From an optimization exercise on the open Yosys and OpenROAD flow, aimed at small area and few clock cycles per item; shortcuts taken in it are not production practice.
RTL that was checked went through simulation tests only; none was proved equivalent to the original.
Power figures rest on the tool's default switching activity, not on a simulated workload.

==> flow/design.v (excerpt) <==
module length_prefixed_request_deframer_top (
  input  logic                           clk_i,
  input  logic                           rst_ni,
  input  logic                           s_axis_tvalid,
  output logic                           s_axis_tready,
  input  logic [lprd_pkg::ByteW-1:0]     s_axis_tdata,    
  output logic                           m_axis_tvalid,
  input  logic                           m_axis_tready,
  output logic [lprd_pkg::OutTdataW-1:0] m_axis_tdata,
  output logic                           m_axis_tlast,    
  output logic                           m_axis_tuser,    
  input  logic                           cfg_we_i,
  input  logic [lprd_pkg::CfgIdxW-1:0]   cfg_index_i,
  input  logic [lprd_pkg::WordW-1:0]     cfg_wdata_i
);
clock: 7.0 ns
lec_check: 0
cap_margin: 20
core_margin: 2
core_utilization: 65
slew_margin: 20
standard.sh (not shown) runs the stock make flow with config.mk's settings and CLKGATE_MAP_FILE= SYNTH_SCRIPT=/design/flow/synth_recipe.tcl, a recipe that flattens the netlist after the stock synthesis.
==> flow/flow/run.sh <==
#!/bin/bash
# The standard layout (standard.sh: the standard flow's synthesis and ORFS steps, unchanged), with
# smaller port buffers, a clock tree of fewer, smaller buffers and no dummy loads, and
# ORFS's power recovery (downsizing cells off the critical paths) after global routing.
# Each tool's output goes to the ORFS logs under orfs/logs; make's goes to standard.log.
set -euo pipefail
export BUFFER_PORTS_ARGS="-buffer_cell sky130_fd_sc_hd__buf_1"
export CTS_ARGS="-sink_clustering_enable -repair_clock_nets -dont_use_dummy_load -buf_list {sky130_fd_sc_hd__clkbuf_8} -sink_clustering_size 16 -sink_clustering_max_diameter 50"
export RECOVER_POWER=100
bash standard.sh > standard.log 2>&1
The baseline completed, yet does not pass: capacitance limit, slew limit.
Testbench counts at the start, summed over its fixed seeds: cycles 28,313, items 28,305.
Then changed:
==> flow/flow/run.sh (replaced) <==
#!/bin/bash
# The standard layout (standard.sh: the standard flow's synthesis and ORFS steps, unchanged), with
# smaller port buffers and a clock tree without dummy loads. Each tool's output goes to
# the ORFS logs under orfs/logs; make's own output goes to standard.log here.
set -euo pipefail
export BUFFER_PORTS_ARGS="-buffer_cell sky130_fd_sc_hd__buf_1"
export CTS_ARGS="-sink_clustering_enable -repair_clock_nets -dont_use_dummy_load -buf_list {sky130_fd_sc_hd__clkbuf_4}"
bash standard.sh > standard.log 2>&1
--- a/flow/config.mk
+++ b/flow/config.mk
@@ -9,3 +9,3 @@
 export CORE_MARGIN = 2
-export CORE_UTILIZATION = 65
+export CORE_UTILIZATION = 40
 export SLEW_MARGIN = 20
The changed run finished with timing, DRC and antenna clean.
Utilization fell by 27 points.
Sequential power barely changes.
Power climbs by 6.2%.
Wire length rises by 10%.
Worst setup slack improves by 0.017 ns.
Area after synthesis stays the same.
Combinational power grows by about 4%.
Hold slack is about the same.

========
## P
Another version of the RTL of length_prefixed_request_deframer_top (not shown whole).
Settings: LEC_CHECK=0, CAP_MARGIN=20, CORE_MARGIN=2, CORE_UTILIZATION=40, SLEW_MARGIN=20; clock period 7.0 ns.
==> flow/flow/run.sh <==
#!/bin/bash
# The standard layout (standard.sh: the standard flow's synthesis and ORFS steps, unchanged), with
# smaller port buffers and a clock tree of fewer buffers and no dummy loads.
# Each tool's output goes to the ORFS logs under orfs/logs; make's goes to standard.log.
set -euo pipefail
export BUFFER_PORTS_ARGS="-buffer_cell sky130_fd_sc_hd__buf_1"
export CTS_ARGS="-sink_clustering_enable -repair_clock_nets -dont_use_dummy_load -buf_list {sky130_fd_sc_hd__clkbuf_8} -sink_clustering_size 16 -sink_clustering_max_diameter 50"
bash standard.sh > standard.log 2>&1
P | stages: all done | timing, DRC, antenna: all pass
Modified inputs, Q compared to P
==> flow/flow/run.sh <==
#!/bin/bash
# The standard layout (standard.sh: the standard flow's synthesis and ORFS steps), with
#  - ABC mapping the logic with an area-oriented script (flow/mysynth.tcl wraps
#    synth_recipe.tcl; the registers are the standard flow's),
#  - smaller port buffers,
#  - a clock tree of fewer, smaller buffers and no dummy loads.
# Each tool's output goes to the ORFS logs under orfs/logs; make's goes to
# standard.log here.
set -euo pipefail
here=$(pwd)
sed "s#${here}/synth_recipe.tcl#${here}/flow/mysynth.tcl#g" standard.sh > flow_standard.sh
grep -q "flow/mysynth.tcl" flow_standard.sh
export BUFFER_PORTS_ARGS="-buffer_cell sky130_fd_sc_hd__buf_1"
export CTS_ARGS="-sink_clustering_enable -repair_clock_nets -dont_use_dummy_load -buf_list {sky130_fd_sc_hd__clkbuf_8} -sink_clustering_size 16 -sink_clustering_max_diameter 50"
bash flow_standard.sh > standard.log 2>&1
==> flow/flow/area.abc (new file) <==
strash
&get -n
&st
&synch2
&dch -f
&nf -a -R 1000
&put
topo
dnsize -c
==> flow/flow/mysynth.tcl (new file) <==
# The standard flow's synthesis script (synth_recipe.tcl in the work folder), with ABC's
# technology mapping run on an area-oriented script (area.abc beside this file)
# in place of ORFS's speed script. Everything else, registers included, is as
# synth_recipe.tcl makes it.
set my_abc_script [file join [file dirname [file normalize [info script]]] area.abc]
proc abc {args} {
  set i [lsearch -exact $args -script]
  if { $i >= 0 } {
    set args [lreplace $args $i [expr {$i + 1}] -script $::my_abc_script]
  }
  yosys abc {*}$args
}
source [file join [file dirname [file dirname [file normalize [info script]]]] synth_recipe.tcl]
==> comparison <==
In the flow results for Q and P, the detailed-placement wirelength estimate is larger on P.
Q ends up with lower top achievable clock speed than P does.
[Q] flow finished | final checks: failed | reasons: negative setup slack
Q: clock network power share is 8.4 points lower than what P reported.
Function was not checked in any run of this note: the RTL went through the layout flow alone.

========
AL:
length_prefixed_request_deframer_top with an RTL version that a note above also has.
For scale: about 1000 cells after synthesis, about 210 flip-flops, about 130 I/O pins, ~12000 µm² of cells after synthesis.
clock: 7.0 ns
lec_check: 0
cap_margin: 20
core_margin: 2
core_utilization: 40
slew_margin: 20
==> flow/flow/run.sh <==
#!/bin/bash
# The standard layout (standard.sh: the standard flow's synthesis and ORFS steps, unchanged), with
# smaller port buffers and a clock tree of fewer buffers and no dummy loads.
# Each tool's output goes to the ORFS logs under orfs/logs; make's goes to standard.log.
set -euo pipefail
export BUFFER_PORTS_ARGS="-buffer_cell sky130_fd_sc_hd__buf_1"
export CTS_ARGS="-sink_clustering_enable -repair_clock_nets -dont_use_dummy_load -buf_list {sky130_fd_sc_hd__clkbuf_16} -sink_clustering_size 25 -sink_clustering_max_diameter 60"
bash standard.sh > standard.log 2>&1
Testbench counts of AL, summed over its fixed seeds: cycles 28,313, items 28,305.
Edits applied to the flow inputs when going from AL to MS:
==> flow/flow/run.sh <==
#!/bin/bash
# The standard layout (standard.sh: the standard flow's synthesis and ORFS steps, unchanged), with
# smaller port buffers and a clock tree of fewer buffers and no dummy loads.
# Each tool's output goes to the ORFS logs under orfs/logs; make's goes to standard.log.
set -euo pipefail
export BUFFER_PORTS_ARGS="-buffer_cell sky130_fd_sc_hd__buf_1"
export CTS_ARGS="-sink_clustering_enable -repair_clock_nets -dont_use_dummy_load -buf_list {sky130_fd_sc_hd__clkbuf_8} -sink_clustering_size 16 -sink_clustering_max_diameter 50"
bash standard.sh > standard.log 2>&1
Findings:
Between AL and MS, core utilization is higher for AL, MS comes in under that.
Summary of MS over AL: growth of design area from synthesis to finish went down by 0.71 points; design area went down by 85 µm².
Going from AL to MS, worst setup slack shrank by 0.011 ns, power -about 4.5%, detailed-route vias per instance grew by about 0.5%, sequential share of layout area moved up.

========
== run A ==
Another version of the RTL of length_prefixed_request_deframer_top (not shown whole).
Size in the first run: roughly 900 cells after synthesis, about 130 I/O pins, ~11000 um^2 of cells after synthesis.
==> flow/config.mk <==
export PLATFORM = sky130hd
export DESIGN_NAME = length_prefixed_request_deframer_top
export DESIGN_NICKNAME = length_prefixed_request_deframer_top
export VERILOG_FILES = /design/flow/design.v
export SDC_FILE = /design/flow/constraint.sdc
export NUM_CORES = 4
export LEC_CHECK = 0
export CAP_MARGIN = 20
export CORE_MARGIN = 2
export CORE_UTILIZATION = 50
export SLEW_MARGIN = 20
export SYNTH_HIERARCHICAL = 1
export SYNTH_MINIMUM_KEEP_SIZE = 0
==> flow/constraint.sdc <==
create_clock -name core_clock -period 7.0 [get_ports {clk_i}]
set_input_delay 1.4000 -clock core_clock [delete_from_list [all_inputs] [get_ports {clk_i}]]
set_output_delay 1.4000 -clock core_clock [all_outputs]
set_load 0.01 [all_outputs]
==> flow/flow/run.sh <==
#!/bin/bash
# The standard layout (standard.sh: the standard flow's synthesis and ORFS steps), with
#  - ABC mapping the logic with an area-oriented script (flow/mysynth.tcl wraps
#    synth_recipe.tcl; the registers are the standard flow's),
#  - smaller port buffers,
#  - a clock tree of fewer, smaller buffers and no dummy loads.
# Each tool's output goes to the ORFS logs under orfs/logs; make's goes to
# standard.log here.
set -euo pipefail
here=$(pwd)
sed "s#${here}/synth_recipe.tcl#${here}/flow/mysynth.tcl#g" standard.sh > flow_standard.sh
grep -q "flow/mysynth.tcl" flow_standard.sh
export BUFFER_PORTS_ARGS="-buffer_cell sky130_fd_sc_hd__buf_1"
export CTS_ARGS="-sink_clustering_enable -repair_clock_nets -dont_use_dummy_load -buf_list {sky130_fd_sc_hd__clkbuf_8} -sink_clustering_size 18 -sink_clustering_max_diameter 60"
bash flow_standard.sh > standard.log 2>&1
==> flow/flow/area.abc <==
strash
&get -n
&st
&synch2
&dch -f
&nf -a -R 1000
&put
topo
dnsize -c
==> flow/flow/mysynth.tcl <==
# The standard flow's synthesis script (synth_recipe.tcl in the work folder), with ABC's
# technology mapping run on an area-oriented script (area.abc beside this file)
# in place of ORFS's speed script. Everything else, registers included, is as
# synth_recipe.tcl makes it.
set my_abc_script [file join [file dirname [file normalize [info script]]] area.abc]
proc abc {args} {
  set i [lsearch -exact $args -script]
  if { $i >= 0 } {
    set args [lreplace $args $i [expr {$i + 1}] -script $::my_abc_script]
  }
  yosys abc {*}$args
}
source [file join [file dirname [file dirname [file normalize [info script]]]] synth_recipe.tcl]
Run A ran to completion and came out clean on the timing, DRC and antenna checks.
Testbench counts of run A, summed over its fixed seeds: cycles 28,313, items 28,305.
diff inputs: run A => run B
--- a/flow/config.mk
+++ b/flow/config.mk
@@ -8,5 +8,5 @@
 export CAP_MARGIN = 20
 export CORE_MARGIN = 2
-export CORE_UTILIZATION = 50
+export CORE_UTILIZATION = 40
 export SLEW_MARGIN = 20
 export SYNTH_HIERARCHICAL = 1
Results
- The final layout from run B, which completed every stage, passed the timing, DRC and antenna checks at the end of the flow.
- Per the comparison of run B with run A, power increased by 0.060 mW relative to the old numbers, part of the cycle the worst path needs grew by 0.30 points, relative contribution of combinational cells to total power decreased 1.0 points.
- Final critical-path required period: run B worse than run A
- Compared with run A, in run B clock buffer and inverter area fraction after layout increased by 0.32 points relative to the old numbers; count of placed standard cells including taps increased by 65 relative to the old numbers; worst setup slack decreased by 0.021 ns relative to the old numbers.
- Run B — non-clock buffer count 1 lower, run A as reference
- More vias were needed by run B than by run A.
- Run B vs run A: overall routing resource usage down
- Against run A, run B comes in 0.0041 ns higher on hold slack.
Inputs modified between run B and run C:
--- a/flow/flow/run.sh
+++ b/flow/flow/run.sh
@@ -12,4 +12,4 @@
 grep -q "flow/mysynth.tcl" flow_standard.sh
 export BUFFER_PORTS_ARGS="-buffer_cell sky130_fd_sc_hd__buf_1"
-export CTS_ARGS="-sink_clustering_enable -repair_clock_nets -dont_use_dummy_load -buf_list {sky130_fd_sc_hd__clkbuf_8} -sink_clustering_size 18 -sink_clustering_max_diameter 60"
+export CTS_ARGS="-sink_clustering_enable -repair_clock_nets -dont_use_dummy_load -buf_list {sky130_fd_sc_hd__clkbuf_16} -sink_clustering_size 24 -sink_clustering_max_diameter 70"
 bash flow_standard.sh > standard.log 2>&1
==> comparison <==
- Of run B and run C, run C shows the higher final design instance area without fill, with run B below it.
- Between run B and run C, total of clock buffers placed in the layout decreased.
- Total power, run C vs run B: up by a few percent
The following lists how run D was set up differently from run C:
==> flow/flow/run.sh <==
#!/bin/bash
# The standard layout (standard.sh: the standard flow's synthesis and ORFS steps), with
#  - ABC mapping the logic, adders included, with an area-oriented script
#    (flow/mysynth.tcl wraps
#    synth_recipe.tcl; the registers are the standard flow's),
#  - smaller port buffers,
#  - a clock tree of fewer, smaller buffers and no dummy loads.
# Each tool's output goes to the ORFS logs under orfs/logs; make's goes to
# standard.log here.
set -euo pipefail
here=$(pwd)
sed "s#${here}/synth_recipe.tcl#${here}/flow/mysynth.tcl#g" standard.sh > flow_standard.sh
grep -q "flow/mysynth.tcl" flow_standard.sh
export BUFFER_PORTS_ARGS="-buffer_cell sky130_fd_sc_hd__buf_1"
export CTS_ARGS="-sink_clustering_enable -repair_clock_nets -dont_use_dummy_load -buf_list {sky130_fd_sc_hd__clkbuf_8} -sink_clustering_size 18 -sink_clustering_max_diameter 60"
bash flow_standard.sh > standard.log 2>&1
==> flow/flow/mysynth.tcl <==
# The standard flow's synthesis script (synth_recipe.tcl in the work folder), with ABC's
# technology mapping run on an area-oriented script (area.abc beside this file)
# in place of ORFS's speed script, and with adders left to ABC rather than
# extracted as half/full adder cells first. Everything else, registers
# included, is as synth_recipe.tcl makes it.
set my_abc_script [file join [file dirname [file normalize [info script]]] area.abc]
proc abc {args} {
  set i [lsearch -exact $args -script]
  if { $i >= 0 } {
    set args [lreplace $args $i [expr {$i + 1}] -script $::my_abc_script]
  }
  yosys abc {*}$args
}
proc extract_fa {args} { }
source [file join [file dirname [file dirname [file normalize [info script]]]] synth_recipe.tcl]
Notes after the runs:
Run D: full flow OK, the timing, DRC and antenna checks passed. In the tables for run C and run D, number of unique standard cell types used by synthesis reads lower with run C. As of run D, final design instance area without fill had fallen by a few percent compared to run C. Comparing share of layout cells above drive strength 1 for run C and run D, the smaller number came from run D. The lower actual transition at the worst max-transition pin came out of run D. Per the comparison of run D with run C, required time of the critical path increased 0.05 ns, fraction of area in multi-input gates increased by 0.67 points relative to the old numbers, sequential power shows an increase of about 3%, maximum number of pins on one net before global-route repair grew by 9.6%.

what the ideal ports hide:
Ports are ideal in the flow. The routed layouts listed here were re-timed in OpenROAD.
Step 1: set_driving_cell puts a clkbuf_16 on clk_i and a buf_2 on each other input, an assumption about the parent block.
Step 2 moves the port delays by t, midway between the first and last clock arrival at a register: inputs arrive t later, outputs are due t later. That takes back most of the time a late clock gives input paths.
Three values: no drivers, after step 1, after step 2; two values: the first two.
run	t (ns)	setup slack, ns	worst setup path after step 2	clock arrival spread, ns	slew at the worst register clock pin (ns)
the first run of note 1	0.551	0.214 / 0.214 / 0.214	register to register	0.051 / 0.051	0.09 / 0.09
the second run of note 1	0.682	0.231 / 0.231 / 0.231	register to register	0.077 / 0.077	0.07 / 0.07
P	0.609	0.225 / 0.225 / 0.225	register to register	0.055 / 0.055	0.10 / 0.10
Q	0.577	-0.499 / -0.490 / -1.067	input to register	0.058 / 0.058	0.09 / 0.09
AL	0.532	0.230 / 0.230 / 0.230	register to register	0.053 / 0.054	0.09 / 0.09
MS	0.573	0.219 / 0.219 / 0.219	register to register	0.043 / 0.044	0.09 / 0.09
run A	0.536	0.366 / 0.366 / 0.183	input to register	0.039 / 0.039	0.11 / 0.11
run B	0.550	0.345 / 0.345 / 0.008	input to register	0.033 / 0.033	0.10 / 0.10
run C	0.525	0.352 / 0.352 / 0.090	input to register	0.035 / 0.034	0.09 / 0.09
run D	0.556	0.853 / 0.856 / 0.320	input to register	0.046 / 0.046	0.11 / 0.11
The setup slack of Q, which loses most, moves by +0.009 ns with the drivers and by -0.568 ns with both steps.
